This is an optimization exercise on Yosys and OpenROAD, whose aim is small area, a short achievable clock period and few clock cycles per item, not a production implementation. At most, simulation tests tie the RTL to the original design; equivalence was not proved. Power is estimated from default activity; no workload was simulated.

Design icmp4_to_icmp6_header_translate, start of the top module:
module icmp4_to_icmp6_header_translate
#(
  parameter int PLATEAU_SLOTS = i46_pkg::PLATEAU_SLOTS_DEF
) (
  input  logic                  clk_i,
  input  logic                  rst_ni,
  input  logic                  cfg_we_i,
  input  logic [i46_pkg::CFG_IDX_W-1:0]  cfg_idx_i,
  input  logic [i46_pkg::CFG_DATA_W-1:0] cfg_data_i,
  input  logic                  in_valid_i,
  output logic                  in_ready_o,
  input  logic [7:0]            in_icmp4_type_i,
  input  logic [7:0]            in_icmp4_code_i,
  input  logic [31:0]           in_icmp4_rest_i,
  input  logic [15:0]           in_echo_identifier_i,
  input  logic [15:0]           in_inner_total_length_i,
  input  logic [15:0]           in_out_link_mtu_i,
  input  logic [15:0]           in_in_link_mtu_i,
  output logic                  out_valid_o,
  input  logic                  out_ready_i,
  output logic                  out_verdict_o,
  output logic                  out_is_error_message_o,
  output logic [7:0]            out_msg6_type_o,
  output logic [7:0]            out_msg6_code_o,
  output logic [31:0]           out_icmp6_rest_o
);
For scale: ~1700 cells after synthesis, ~370 flip-flops, about 0.020 mm^2 of cells after synthesis.
clock: 5.5 ns
lec_check: 0
cap_margin: 20
core_margin: 2
core_utilization: 40
cts_buf_list: sky130_fd_sc_hd__clkbuf_8
setup_slack_margin: 2.65
slew_margin: 20
standard.sh (not shown) runs the stock make flow with config.mk's settings and CLKGATE_MAP_FILE= SYNTH_SCRIPT=/design/flow/synth_recipe.tcl, a recipe that flattens the netlist after the stock synthesis.
==> flow/flow/run.sh <==
#!/bin/bash
# The standard layout, with plain buffers on the ports instead of the
# delay buffers buffer_ports picks by default, and a clock tree with larger
# sink clusters and no dummy loads.
set -euo pipefail
export BUFFER_PORTS_ARGS="-buffer_cell sky130_fd_sc_hd__buf_1"
export CTS_ARGS="-sink_clustering_enable -repair_clock_nets -dont_use_dummy_load -buf_list sky130_fd_sc_hd__clkbuf_16 -sink_clustering_size 20 -sink_clustering_max_diameter 80"
bash standard.sh > standard.log 2>&1
The baseline produced a clean layout.
Testbench counts at the start, summed over its fixed seeds: cycles 8,448, items 8,192.
Rerun with:
==> flow/flow/run.sh (replaced) <==
#!/bin/bash
# The standard layout, with plain buffers on the ports instead of the
# delay buffers buffer_ports picks by default.
set -euo pipefail
export BUFFER_PORTS_ARGS="-buffer_cell sky130_fd_sc_hd__buf_1"
bash standard.sh > standard.log 2>&1
--- a/flow/config.mk
+++ b/flow/config.mk
@@ -10,4 +10,5 @@
 export CORE_UTILIZATION = 40
 export CTS_BUF_LIST = sky130_fd_sc_hd__clkbuf_8
-export SETUP_SLACK_MARGIN = 2.65
+export SETUP_SLACK_MARGIN = 2.8
 export SLEW_MARGIN = 20
+export TNS_END_PERCENT = 0
What happened: Non-clock buffer count rises by 5; global-route usage grows by 0.75 points; worst setup slack gets better by 15 ps; total power climbs by roughly a tenth; cell count is higher by a few percent; via count climbs slightly; synthesized area is unchanged; design area grows by a few percent; synthesized cell count stays the same.
Rerun with:
--- a/flow/config.mk
+++ b/flow/config.mk
@@ -10,5 +10,6 @@
 export CORE_UTILIZATION = 40
 export CTS_BUF_LIST = sky130_fd_sc_hd__clkbuf_8
-export SETUP_SLACK_MARGIN = 2.8
+export SETUP_SLACK_MARGIN = 2.5
 export SLEW_MARGIN = 20
-export TNS_END_PERCENT = 0
+export SYNTH_HIERARCHICAL = 1
+export SYNTH_MINIMUM_KEEP_SIZE = 0
Result: The changed run went through all stages and came out clean; total power climbs by 0.68%; synthesized cell count climbs by 3.2%; die area climbs by 1.5%; first-iteration DRC count drops by 0.34%; routed wire length climbs by 4.9%; count of clock-buffer cells in the layout drops by 5; setup slack is worse by 230 ps; final area climbs by 0.45%; global-route usage climbs by 1.0 points; clock skew drops by 7.5 ps; via count climbs by 3.9%.
Rerun with:
==> flow/flow/run.sh (replaced) <==
#!/bin/bash
# The standard layout, with plain buffers on the ports instead of the
# delay buffers buffer_ports picks by default, and a clock tree with larger
# sink clusters and no dummy loads.
set -euo pipefail
export BUFFER_PORTS_ARGS="-buffer_cell sky130_fd_sc_hd__buf_1"
export CTS_ARGS="-sink_clustering_enable -repair_clock_nets -dont_use_dummy_load -buf_list sky130_fd_sc_hd__clkbuf_16 -sink_clustering_size 20 -sink_clustering_max_diameter 80"
bash standard.sh > standard.log 2>&1
--- a/flow/config.mk
+++ b/flow/config.mk
@@ -10,6 +10,5 @@
 export CORE_UTILIZATION = 40
 export CTS_BUF_LIST = sky130_fd_sc_hd__clkbuf_8
-export SETUP_SLACK_MARGIN = 2.5
+export PLACE_DENSITY = 0.7
+export SETUP_SLACK_MARGIN = 2.8
 export SLEW_MARGIN = 20
-export SYNTH_HIERARCHICAL = 1
-export SYNTH_MINIMUM_KEEP_SIZE = 0
After rerunning:
- worst setup slack improved by 270 ps
- power drops by 11%
- synthesized area drops by 1.5%
- register-to-register slack improved by 280 ps
- clock-buffer cell count drops by 43
- combinational power hardly moves
- critical path depth climbs by 3
- clock skew climbs by 7.5 ps
- clock power drops by 32%
Rerun with:
==> flow/flow/run.sh (replaced) <==
#!/bin/bash
# The standard layout, with plain buffers on the ports instead of the
# delay buffers buffer_ports picks by default, and a clock tree with larger
# sink clusters and no dummy loads.
set -euo pipefail
export BUFFER_PORTS_ARGS="-buffer_cell sky130_fd_sc_hd__buf_1"
export CTS_ARGS="-sink_clustering_enable -repair_clock_nets -dont_use_dummy_load -buf_list sky130_fd_sc_hd__clkbuf_16 -sink_clustering_size 24 -sink_clustering_max_diameter 100"
bash standard.sh > standard.log 2>&1
--- a/flow/config.mk
+++ b/flow/config.mk
@@ -10,5 +10,4 @@
 export CORE_UTILIZATION = 40
 export CTS_BUF_LIST = sky130_fd_sc_hd__clkbuf_8
-export PLACE_DENSITY = 0.7
 export SETUP_SLACK_MARGIN = 2.8
 export SLEW_MARGIN = 20
- non-clock buffer count is lower by 20
- final area is lower slightly
- maximum frequency is higher by a few percent
- critical path depth is lower by 3
- die area stays the same
- clock-buffer cell count is lower by 5
- worst setup slack gets better by 60 ps
- worst hold slack gets worse by 14 ps
- register-to-register slack gets better by 50 ps

---

Setup of exp/umber:
Starting RTL as in the previous note.
==> flow/config.mk <==
export PLATFORM = sky130hd
export DESIGN_NAME = icmp4_to_icmp6_header_translate
export DESIGN_NICKNAME = icmp4_to_icmp6_header_translate
export VERILOG_FILES = /design/flow/design.v
export SDC_FILE = /design/flow/constraint.sdc
export NUM_CORES = 4
export LEC_CHECK = 0
export CAP_MARGIN = 20
export CORE_MARGIN = 2
export CORE_UTILIZATION = 40
export CTS_BUF_LIST = sky130_fd_sc_hd__clkbuf_8
export SETUP_SLACK_MARGIN = 2.8
export SLEW_MARGIN = 20
==> flow/constraint.sdc <==
create_clock -name core_clock -period 5.5 [get_ports {clk_i}]
set_input_delay 1.1000 -clock core_clock [delete_from_list [all_inputs] [get_ports {clk_i}]]
set_output_delay 1.1000 -clock core_clock [all_outputs]
set_load 0.01 [all_outputs]
==> flow/flow/run.sh <==
#!/bin/bash
# The standard layout, with plain buffers on the ports instead of the
# delay buffers buffer_ports picks by default, and a clock tree with larger
# sink clusters and no dummy loads; timing repair does not clone gates.
set -euo pipefail
export BUFFER_PORTS_ARGS="-buffer_cell sky130_fd_sc_hd__buf_1"
export CTS_ARGS="-sink_clustering_enable -repair_clock_nets -dont_use_dummy_load -buf_list sky130_fd_sc_hd__clkbuf_16 -sink_clustering_size 20 -sink_clustering_max_diameter 80"
export SKIP_GATE_CLONING=1
bash standard.sh > standard.log 2>&1
exp/umber | stages: all done | timing, DRC, antenna: all pass
Testbench counts of exp/umber, summed over its fixed seeds: cycles 8,448, items 8,192.
Inputs modified between exp/umber and exp/harbor:
- SLEW_MARGIN changed from 20 to 5
- CAP_MARGIN changed from 20 to 5
--- a/flow/flow/run.sh
+++ b/flow/flow/run.sh
@@ -4 +4 @@
-# sink clusters and no dummy loads; timing repair does not clone gates.
+# sink clusters and no dummy loads.
@@ -8 +7,0 @@
-export SKIP_GATE_CLONING=1
## What came out
- Endpoint of the most critical setup path: s3_q[3] -> exp/umber, s3_q[4] -> exp/harbor
- Comparing exp/harbor against exp/umber, there is no change at all in worst-case reg-to-reg path depth.
- On number of port buffers, exp/umber and exp/harbor are neck and neck.
- exp/harbor ended with more via total after detailed routing than exp/umber.
- exp/harbor against exp/umber: final setup slack of the worst path grew by 15 ps; number of buffers other than clock buffers in the final layout shows a reduction of 4.
Modified inputs, exp/cedar compared to exp/harbor
- swapping 5 for 20 in CAP_MARGIN
- swapping 5 for 20 in SLEW_MARGIN
- swapping 40 for 60 in CORE_UTILIZATION
==> flow/flow/run.sh <==
#!/bin/bash
# The standard layout, with plain buffers on the ports instead of the
# delay buffers buffer_ports picks by default.
set -euo pipefail
export BUFFER_PORTS_ARGS="-buffer_cell sky130_fd_sc_hd__buf_1"
bash standard.sh > standard.log 2>&1
## What came out
exp/harbor → exp/cedar: met3 wirelength from detailed routing now sits higher; estimated wirelength of the detail-placed design now sits lower; worst-skew pair later-pin latency now sits higher.
Relative to exp/cedar, the following input files were edited for exp/xenon:
- changing CORE_UTILIZATION from 60 to 40
--- a/flow/flow/run.sh
+++ b/flow/flow/run.sh
@@ -3 +3,2 @@
-# delay buffers buffer_ports picks by default.
+# delay buffers buffer_ports picks by default, and a clock tree with larger
+# sink clusters and no dummy loads.
@@ -5,0 +7 @@
+export CTS_ARGS="-sink_clustering_enable -repair_clock_nets -dont_use_dummy_load -buf_list sky130_fd_sc_hd__clkbuf_16 -sink_clustering_size 30 -sink_clustering_max_diameter 120"
Findings:
Post-synthesis to final-layout area growth in exp/xenon vs exp/cedar: down 2.2 points
exp/xenon vs exp/cedar: clock share of power down
Compared with exp/cedar, exp/xenon ends up with less cell area.
Combined area of the multi-input logic cells grows slightly when moving from exp/cedar to exp/xenon.
Min level count of the clock H-tree across exp/xenon and exp/cedar: exp/xenon
Modified inputs, exp/sierra compared to exp/xenon
- SETUP_SLACK_MARGIN now 2.5, was 2.8
==> flow/flow/run.sh <==
#!/bin/bash
# The standard layout, with plain buffers on the ports instead of the
# delay buffers buffer_ports picks by default.
set -euo pipefail
export BUFFER_PORTS_ARGS="-buffer_cell sky130_fd_sc_hd__buf_1"
bash standard.sh > standard.log 2>&1
--- outcome ---
The final reports for exp/sierra and exp/xenon show total length of routed met3 wires higher in the former. Sort exp/xenon and exp/sierra by power density normalized to cell area asc -> top: exp/xenon. Final wirelength of exp/sierra falls short of that of exp/xenon slightly.

---

## run 1
Another version of the RTL of icmp4_to_icmp6_header_translate (not shown whole).
Size: ~240 I/O pins.
Design icmp4_to_icmp6_header_translate, start of the top module:
module icmp4_to_icmp6_header_translate
#(
  parameter int PLATEAU_SLOTS = i46_pkg::PLATEAU_SLOTS_DEF
) (
  input  logic                  clk_i,
  input  logic                  rst_ni,
  input  logic                  cfg_we_i,
  input  logic [i46_pkg::CFG_IDX_W-1:0]  cfg_idx_i,
  input  logic [i46_pkg::CFG_DATA_W-1:0] cfg_data_i,
  input  logic                  in_valid_i,
  output logic                  in_ready_o,
  input  logic [7:0]            in_icmp4_type_i,
  input  logic [7:0]            in_icmp4_code_i,
  input  logic [31:0]           in_icmp4_rest_i,
  input  logic [15:0]           in_echo_identifier_i,
  input  logic [15:0]           in_inner_total_length_i,
  input  logic [15:0]           in_out_link_mtu_i,
  input  logic [15:0]           in_in_link_mtu_i,
  output logic                  out_valid_o,
  input  logic                  out_ready_i,
  output logic                  out_verdict_o,
  output logic                  out_is_error_message_o,
  output logic [7:0]            out_msg6_type_o,
  output logic [7:0]            out_msg6_code_o,
  output logic [31:0]           out_icmp6_rest_o
);
  localparam int NGRP = (PLATEAU_SLOTS + 3) / 4;
  localparam logic [3:0] K_DROP     = 4'd0;
  localparam logic [3:0] K_ECHO_REQ = 4'd1;   
  localparam logic [3:0] K_ECHO_REP = 4'd2;   
  localparam logic [3:0] K_NO_ROUTE = 4'd3;
  ...
export LEC_CHECK = 0
export CAP_MARGIN = 20
export CORE_MARGIN = 2
export CORE_UTILIZATION = 40
export CTS_BUF_LIST = sky130_fd_sc_hd__clkbuf_8
export SETUP_SLACK_MARGIN = 2.9
export SLEW_MARGIN = 20
create_clock -name core_clock -period 5.5 [get_ports {clk_i}]
==> flow/flow/run.sh <==
#!/bin/bash
# The standard layout, with plain buffers on the ports instead of the
# delay buffers buffer_ports picks by default.
set -euo pipefail
export BUFFER_PORTS_ARGS="-buffer_cell sky130_fd_sc_hd__buf_1"
bash standard.sh > standard.log 2>&1
[inputs] run 2 vs run 1
Settings: swapping 2.9 for 2.8 in SETUP_SLACK_MARGIN.
-- flow/flow/run.sh --
<<< run 1, line 3
# delay buffers buffer_ports picks by default.
>>> run 2, line 3
# delay buffers buffer_ports picks by default, and a clock tree with larger
# sink clusters and no dummy loads.
<<< run 1, line 6
>>> run 2, line 7
export CTS_ARGS="-sink_clustering_enable -repair_clock_nets -dont_use_dummy_load -buf_list sky130_fd_sc_hd__clkbuf_16 -sink_clustering_size 20 -sink_clustering_max_diameter 80"
==> comparison <==
Run 2 reached the final stage; the timing, DRC and antenna checks on its layout passed. Summary of run 2 over run 1: post-placement cell count comparable, final cell count now smaller. Utilization came out lower on run 2 than on run 1. Worst-case headroom to the max-slew limit in run 2 is 1.1 points higher than in run 1.
> inputs changed (run 2 -> run 3)
Settings: SETUP_SLACK_MARGIN: 2.8 -> 3.1.
==> flow/flow/run.sh <==
#!/bin/bash
# The standard layout, with plain buffers on the ports instead of the
# delay buffers buffer_ports picks by default.
set -euo pipefail
export BUFFER_PORTS_ARGS="-buffer_cell sky130_fd_sc_hd__buf_1"
bash standard.sh > standard.log 2>&1
Notes after the runs:
Against run 2, non-clock inverter instance count of the final layout in run 3 fell slightly. Post-placement worst setup slack on run 3 is behind run 2. In run 3, the combinational fraction of design power came out 0.8 points above the value in run 2. On run 3: level count of the clock H-tree is 1 higher than what run 2 gave. out_ready_i as the start point of the critical path was reported by run 3, and in_inner_total_length_i[8] by run 2. Overall routed net length: run 2 and run 3 compared, higher one is run 3. Re clock edge transition at the registers on the reported setup and hold paths: run 2 and run 3 aren't equal, and the lower value belongs to run 3. Compared with run 2, in run 3 count of cell instances traversed by the critical path fell by 7; share of the cycle needed by the critical path after routing decreased by 2.1 points relative to the old numbers. On proportion of cell area spent on the clock network: run 3 sits above run 2. hit1_q[11] as the destination of the critical timing path was reported by run 2, and in_ready_o by run 3. Die area came out exactly the same in run 2 and run 3. A highest-delay cell along the critical path of a211oi_1 is what run 2 shows, while nand2b_4 belongs to run 3. Power density over cell area in run 3 is about 3.5% higher than in run 2.
#### Input delta (run 4 over run 3)
Settings: a change of SETUP_SLACK_MARGIN from 3.1 to 2.95.
-- flow/flow/run.sh --
<<< run 3, line 3
# delay buffers buffer_ports picks by default.
>>> run 4, line 3
# delay buffers buffer_ports picks by default, and a clock tree with larger
# sink clusters and no dummy loads.
<<< run 3, line 6
>>> run 4, line 7
export CTS_ARGS="-sink_clustering_enable -repair_clock_nets -dont_use_dummy_load -buf_list sky130_fd_sc_hd__clkbuf_16 -sink_clustering_size 20 -sink_clustering_max_diameter 80"
==> comparison <==
Going from run 3 to run 4, worst supply voltage drop on vdd rose by 81 µV; clock skew increased 8.1 ps.
Looking at clock network power across both flows, run 4 is the stronger of the two, with run 3 trailing.
The type of the worst setup path comes out primary input to register in one run and primary input to output port in the other, namely in run 4 and run 3 respectively.
Function was not checked in any run of this note: the RTL went through the layout flow alone.

---

## exp/raven
RTL: one of the versions met above, not the one the previous note started from.
For scale: about 1700 cells after synthesis, about 370 flip-flops, roughly 20000 um^2 of cells after synthesis.
export LEC_CHECK = 0
export CAP_MARGIN = 20
export CORE_MARGIN = 2
export CORE_UTILIZATION = 40
export CTS_BUF_LIST = sky130_fd_sc_hd__clkbuf_8
export SETUP_SLACK_MARGIN = 2.8
export SLEW_MARGIN = 20
create_clock -name core_clock -period 5.5 [get_ports {clk_i}]
==> flow/flow/run.sh <==
#!/bin/bash
# The standard layout, with plain buffers on the ports instead of the
# delay buffers buffer_ports picks by default.
set -euo pipefail
export BUFFER_PORTS_ARGS="-buffer_cell sky130_fd_sc_hd__buf_1"
bash standard.sh > standard.log 2>&1
exp/raven completed; timing, DRC and antenna clean
Testbench counts of exp/raven, summed over its fixed seeds: cycles 8,448, items 8,192.
For exp/juniper, these inputs were changed with respect to exp/raven:
==> flow/flow/run.sh <==
#!/bin/bash
# The standard layout, with plain buffers on the ports instead of the
# delay buffers buffer_ports picks by default, and a clock tree with larger
# sink clusters and no dummy loads.
set -euo pipefail
export BUFFER_PORTS_ARGS="-buffer_cell sky130_fd_sc_hd__buf_1"
export CTS_ARGS="-sink_clustering_enable -repair_clock_nets -dont_use_dummy_load -buf_list sky130_fd_sc_hd__clkbuf_16 -sink_clustering_size 20 -sink_clustering_max_diameter 80"
bash standard.sh > standard.log 2>&1
Results
- Going from exp/raven to exp/juniper, design area shrank slightly.
- Delta(power share of the sequential group, exp/juniper - exp/raven) > 0
- Met3 usage in global routing: lower on exp/juniper
- First-pass GRT wire length delta (exp/juniper − exp/raven): favourable
- Taking exp/raven as the reference, in exp/juniper worst supply voltage drop on vdd increased about 50%, utilization after layout fell by 0.76 points.
- On part of the power in the clock network: exp/juniper sits below exp/raven.
- On clock-buffer cell count: between exp/raven and exp/juniper, it ends up lower for exp/juniper.
> inputs changed (exp/juniper -> exp/violet)
Settings: swapping 2.8 for 2.72 in SETUP_SLACK_MARGIN.
Notes after the runs:
exp/violet against exp/juniper: routed length on met2 lost about 2.6%, core occupancy in the finished layout decreased by 0.52 points relative to the old numbers, first-iteration DRC count fell 20%, worst-case reg-to-reg path depth barely changed.
In the final design statistics, exp/violet uses fewer standard cells in total than exp/juniper.
exp/violet vs exp/juniper, start-to-end type of the worst setup path: input pin to flip-flop vs flip-flop to flip-flop
Via count of exp/violet falls short of that of exp/juniper slightly.
exp/violet against exp/juniper: final setup slack of the worst path went down, number of diodes added for antenna fixing +1.

[separate check: timing with driven ports]
The results above use ideal ports. As a check the final layouts listed here were re-extracted and re-timed, cells and wires unchanged. Step 1, drivers: a clkbuf_16 drives clk_i and a buf_2 each remaining input, both assumed. Step 2 also shifts input and output timing later by t, the mid clock arrival at the registers, as if the neighbouring blocks saw the same clock. Slacks: no drivers / after step 1 / after step 2; pairs: no drivers / after step 1.
run | t, ns | slack for setup (ns) | hold slack, ns
the first run of note 1 | 0.604 | 2.706 / 2.736 / 2.132 | 0.419 / 0.390 / 0.451
the second run of note 1 | 0.673 | 2.721 / 2.732 / 2.059 | 0.442 / 0.442 / 0.442
the third run of note 1 | 0.686 | 2.490 / 2.490 / 1.937 | 0.435 / 0.435 / 0.435
the fourth run of note 1 | 0.609 | 2.757 / 2.770 / 2.176 | 0.460 / 0.460 / 0.460
the fifth run of note 1 | 0.589 | 2.817 / 2.807 / 2.270 | 0.446 / 0.446 / 0.446
exp/umber | 0.601 | 2.788 / 2.788 / 2.239 | 0.448 / 0.448 / 0.448
exp/harbor | 0.599 | 2.803 / 2.792 / 2.270 | 0.448 / 0.448 / 0.448
exp/cedar | 0.695 | 2.810 / 2.811 / 2.146 | 0.405 / 0.405 / 0.405
exp/xenon | 0.583 | 2.779 / 2.796 / 2.227 | 0.456 / 0.456 / 0.456
exp/sierra | 0.704 | 2.586 / 2.586 / 1.951 | 0.448 / 0.448 / 0.448
run 1 | 0.670 | 2.896 / 2.899 / 2.256 | 0.481 / 0.481 / 0.481
run 2 | 0.613 | 2.807 / 2.837 / 2.223 | 0.525 / 0.525 / 0.525
run 3 | 0.720 | 2.921 / 2.870 / 2.339 | 0.487 / 0.487 / 0.487
run 4 | 0.612 | 2.877 / 2.911 / 2.299 | 0.477 / 0.477 / 0.477
exp/raven | 0.694 | 2.770 / 2.770 / 2.149 | 0.447 / 0.447 / 0.447
exp/juniper | 0.599 | 2.802 / 2.792 / 2.253 | 0.448 / 0.448 / 0.448
exp/violet | 0.604 | 2.736 / 2.764 / 2.160 | 0.457 / 0.457 / 0.457
After both steps setup and hold are still met in every run listed. For exp/cedar, which loses most, drivers alone change the setup slack by +0.001 ns; drivers and shift together by -0.664 ns.
